Source: an optimization exercise on an open RTL-to-GDS flow (aim: small area and a short achievable clock period). Production flows keep margins and buffers that such runs may drop.
Power figures rest on the tool's default switching activity, not on a simulated workload.

## rev 12
==> module reg_file, before the edit <==
module reg_file (
  input  logic               clk,
  input  alu_pkg::reg_addr_t ra1,
  input  alu_pkg::reg_addr_t ra2,
  output alu_pkg::word_t     rd1,
  output alu_pkg::word_t     rd2,
  input  logic               wb_en,
  input  alu_pkg::reg_addr_t wb_addr,
  input  alu_pkg::word_t     wb_data
);
  alu_pkg::word_t regs [1:alu_pkg::REG_COUNT-1];
  logic [alu_pkg::REG_COUNT-1:1] pend;
  logic byp1;
  logic byp2;
  for (genvar r = 1; r < alu_pkg::REG_COUNT; r++)
  begin : g_reg
    assign pend[r] = wb_en && (wb_addr == r);
    always_ff @(posedge clk)
    begin
      if (pend[r])
      begin
        regs[r] <= wb_data;
      end
    end
  end
  assign byp1 = wb_en && (ra1 == wb_addr);
  assign byp2 = wb_en && (ra2 == wb_addr);
  always_comb
  begin
    rd1 = wb_data & {alu_pkg::XLEN{byp1}};
    rd2 = wb_data & {alu_pkg::XLEN{byp2}};
    for (int r = 1; r < alu_pkg::REG_COUNT; r++)
    begin
      rd1 = rd1 | (regs[r] & {alu_pkg::XLEN{(ra1 == r) && !pend[r]}});
      rd2 = rd2 | (regs[r] & {alu_pkg::XLEN{(ra2 == r) && !pend[r]}});
    end
  end
endmodule
==> module redundant_alu_core, before the edit <==
module redundant_alu_core #(
  parameter int LANES = 5
) (
  input  logic                       clk,
  input  logic                       reset,
  input  logic                       op_valid,
  input  alu_pkg::alu_op_t           alu_op,
  input  alu_pkg::reg_addr_t         ra1,
  input  alu_pkg::reg_addr_t         ra2,
  input  alu_pkg::reg_addr_t         wa,
  input  logic                       write_en,
  input  logic                       use_imm,
  input  alu_pkg::imm_t              imm,
  input  logic [$clog2(LANES)-1:0]   fault_lane,
  input  alu_pkg::word_t             fault_bits,
  output logic                       result_valid,
  output alu_pkg::word_t             result,
  output logic                       zero,
  output logic [LANES-1:0]           lane_ok
);
  alu_pkg::word_t rd1;
  alu_pkg::word_t rd2;
  alu_pkg::word_t raw;
  alu_pkg::word_t voted;
  logic ex_valid;
  alu_pkg::word_t ex_a;
  alu_pkg::word_t ex_b;
  alu_pkg::alu_op_t ex_alu_op;
  alu_pkg::reg_addr_t ex_wa;
  logic ex_write_en;
  logic wb_en;
  alu_pkg::reg_addr_t wb_addr;
  reg_file u_reg_file (
    .clk     (clk),
    .ra1     (ra1),
    .ra2     (ra2),
    .rd1     (rd1),
    .rd2     (rd2),
    .wb_en   (wb_en),
    .wb_addr (wb_addr),
    .wb_data (result)
  );
  always_ff @(posedge clk)
  begin
    wb_en <= ex_valid && ex_write_en && (ex_wa != '0);
    wb_addr <= ex_wa;
  end
  operand_fetch u_operand_fetch (
    .clk         (clk),
    .reset       (reset),
    .op_valid    (op_valid),
    .use_imm     (use_imm),
    .write_en    (write_en),
    .alu_op      (alu_op),
    .wa          (wa),
    .imm         (imm),
    .rd1         (rd1),
    .rd2         (rd2),
    .ex_valid    (ex_valid),
    .ex_a        (ex_a),
    .ex_b        (ex_b),
    .ex_alu_op   (ex_alu_op),
    .ex_wa       (ex_wa),
    .ex_write_en (ex_write_en)
  );
  alu_lane u_alu (
    .a      (ex_a),
    .b      (ex_b),
    .alu_op (ex_alu_op),
    .raw    (raw)
  );
  lane_voter #(
    .LANES (LANES)
  ) u_lane_voter (
    .clk          (clk),
    .reset        (reset),
    .ex_valid     (ex_valid),
    .fault_lane   (fault_lane),
    .fault_bits   (fault_bits),
    .raw          (raw),
    .result       (result),
    .zero         (zero),
    .result_valid (result_valid),
    .lane_ok      (lane_ok),
    .voted        (voted)
  );
endmodule
Settings: LEC_CHECK=0, ABC_CLOCK_PERIOD_IN_PS=3000, CAP_MARGIN=20, CORE_MARGIN=2, CORE_UTILIZATION=40, SETUP_SLACK_MARGIN=4.5, SLEW_MARGIN=20, TNS_END_PERCENT=10; clock period 8.0 ns.
run.sh (not shown) runs the stock make flow with config.mk's settings and CLKGATE_MAP_FILE= SYNTH_SCRIPT=/design/flow/synth_recipe.tcl, a recipe that flattens the netlist after the stock synthesis.
--- input diff rev 12..rev 13 ---
-- flow/design.v --
<<< rev 12, line 27
);
  alu_pkg::word_t regs [1:alu_pkg::REG_COUNT-1];
  logic [alu_pkg::REG_COUNT-1:1] pend;
  logic byp1;
  logic byp2;
  for (genvar r = 1; r < alu_pkg::REG_COUNT; r++)
  begin : g_reg
    assign pend[r] = wb_en && (wb_addr == r);
    always_ff @(posedge clk)
    begin
      if (pend[r])
      begin
        regs[r] <= wb_data;
>>> rev 13, line 27
);
  alu_pkg::word_t regs [1:alu_pkg::REG_COUNT-1];
  for (genvar r = 1; r < alu_pkg::REG_COUNT; r++)
  begin : g_reg
    always_ff @(posedge clk)
    begin
      if (wb_en && (wb_addr == r))
      begin
        regs[r] <= wb_data;
<<< rev 12, line 41
    end
  end
  assign byp1 = wb_en && (ra1 == wb_addr);
  assign byp2 = wb_en && (ra2 == wb_addr);
  always_comb
  begin
    rd1 = wb_data & {alu_pkg::XLEN{byp1}};
    rd2 = wb_data & {alu_pkg::XLEN{byp2}};
    for (int r = 1; r < alu_pkg::REG_COUNT; r++)
    begin
      rd1 = rd1 | (regs[r] & {alu_pkg::XLEN{(ra1 == r) && !pend[r]}});
      rd2 = rd2 | (regs[r] & {alu_pkg::XLEN{(ra2 == r) && !pend[r]}});
    end
  end
>>> rev 13, line 37
    end
  end
  always_comb
  begin
    rd1 = '0;
    rd2 = '0;
    for (int r = 1; r < alu_pkg::REG_COUNT; r++)
    begin
      rd1 = rd1 | (regs[r] & {alu_pkg::XLEN{ra1 == r}});
      rd2 = rd2 | (regs[r] & {alu_pkg::XLEN{ra2 == r}});
    end
  end
<<< rev 12, line 248
  alu_pkg::reg_addr_t ex_wa;
  logic ex_write_en;
  logic wb_en;
  alu_pkg::reg_addr_t wb_addr;
  reg_file u_reg_file (
    .clk     (clk),
>>> rev 13, line 242
  alu_pkg::reg_addr_t ex_wa;
  logic ex_write_en;
  reg_file u_reg_file (
    .clk     (clk),
<<< rev 12, line 256
    .rd1     (rd1),
    .rd2     (rd2),
    .wb_en   (wb_en),
    .wb_addr (wb_addr),
    .wb_data (result)
  );
  always_ff @(posedge clk)
  begin
    wb_en <= ex_valid && ex_write_en && (ex_wa != '0);
    wb_addr <= ex_wa;
  end
  operand_fetch u_operand_fetch (
    .clk         (clk),
>>> rev 13, line 248
    .rd1     (rd1),
    .rd2     (rd2),
    .wb_en   (ex_valid && ex_write_en),
    .wb_addr (ex_wa),
    .wb_data (voted)
  );
  operand_fetch u_operand_fetch (
    .clk         (clk),
On global-route wire length before repair, rev 12 beats rev 13.
Compare rev 12 and rev 13 | global-route usage lower: rev 12
Changes observed in rev 13 relative to rev 12: share of cell area taken by flip-flops and latches shows no meaningful change, final worst-path cycle share went up by 0.62 points, total core area down 650 µm².
The critical path depth of rev 13 exceeds that of rev 12 by 1.
Per the comparison of rev 13 with rev 12, total power moved up; share of flip-flops with an asynchronous set or reset held steady; post-route worst setup slack decreased by 49 ps relative to the old numbers.
Function was not checked in any run of this note: the RTL went through the layout flow alone.

port drivers added, routing unchanged:
In the flow no input, the clock included, has a driving cell. The finished layouts below were timed again as built, in two steps. Step 1: set_driving_cell puts a clkbuf_16 on clk and a buf_2 on each other input, an assumption about the parent block. Step 2 times the ports against the registers' clock, not the clock port: input delays grow and output delays shrink by t, the midpoint of the rising clock arrivals with the driver on. a / b / c = no drivers / after step 1 / after step 2; a / b = the first two.
run	t (ns)	slack for setup (ns)	worst setup path after step 2	worst data-port slew with drivers (ns)	cell pins on the clock port's net
rev 12	0.803	4.196 / 4.144 / 3.494	input to register	0.04	1
rev 13	0.784	4.147 / 4.147 / 3.425	input to register	0.07	1
After both steps setup and hold are still met in every run listed. For rev 13, which loses most, drivers alone change the setup slack by 0.000 ns; drivers and shift together by -0.722 ns.
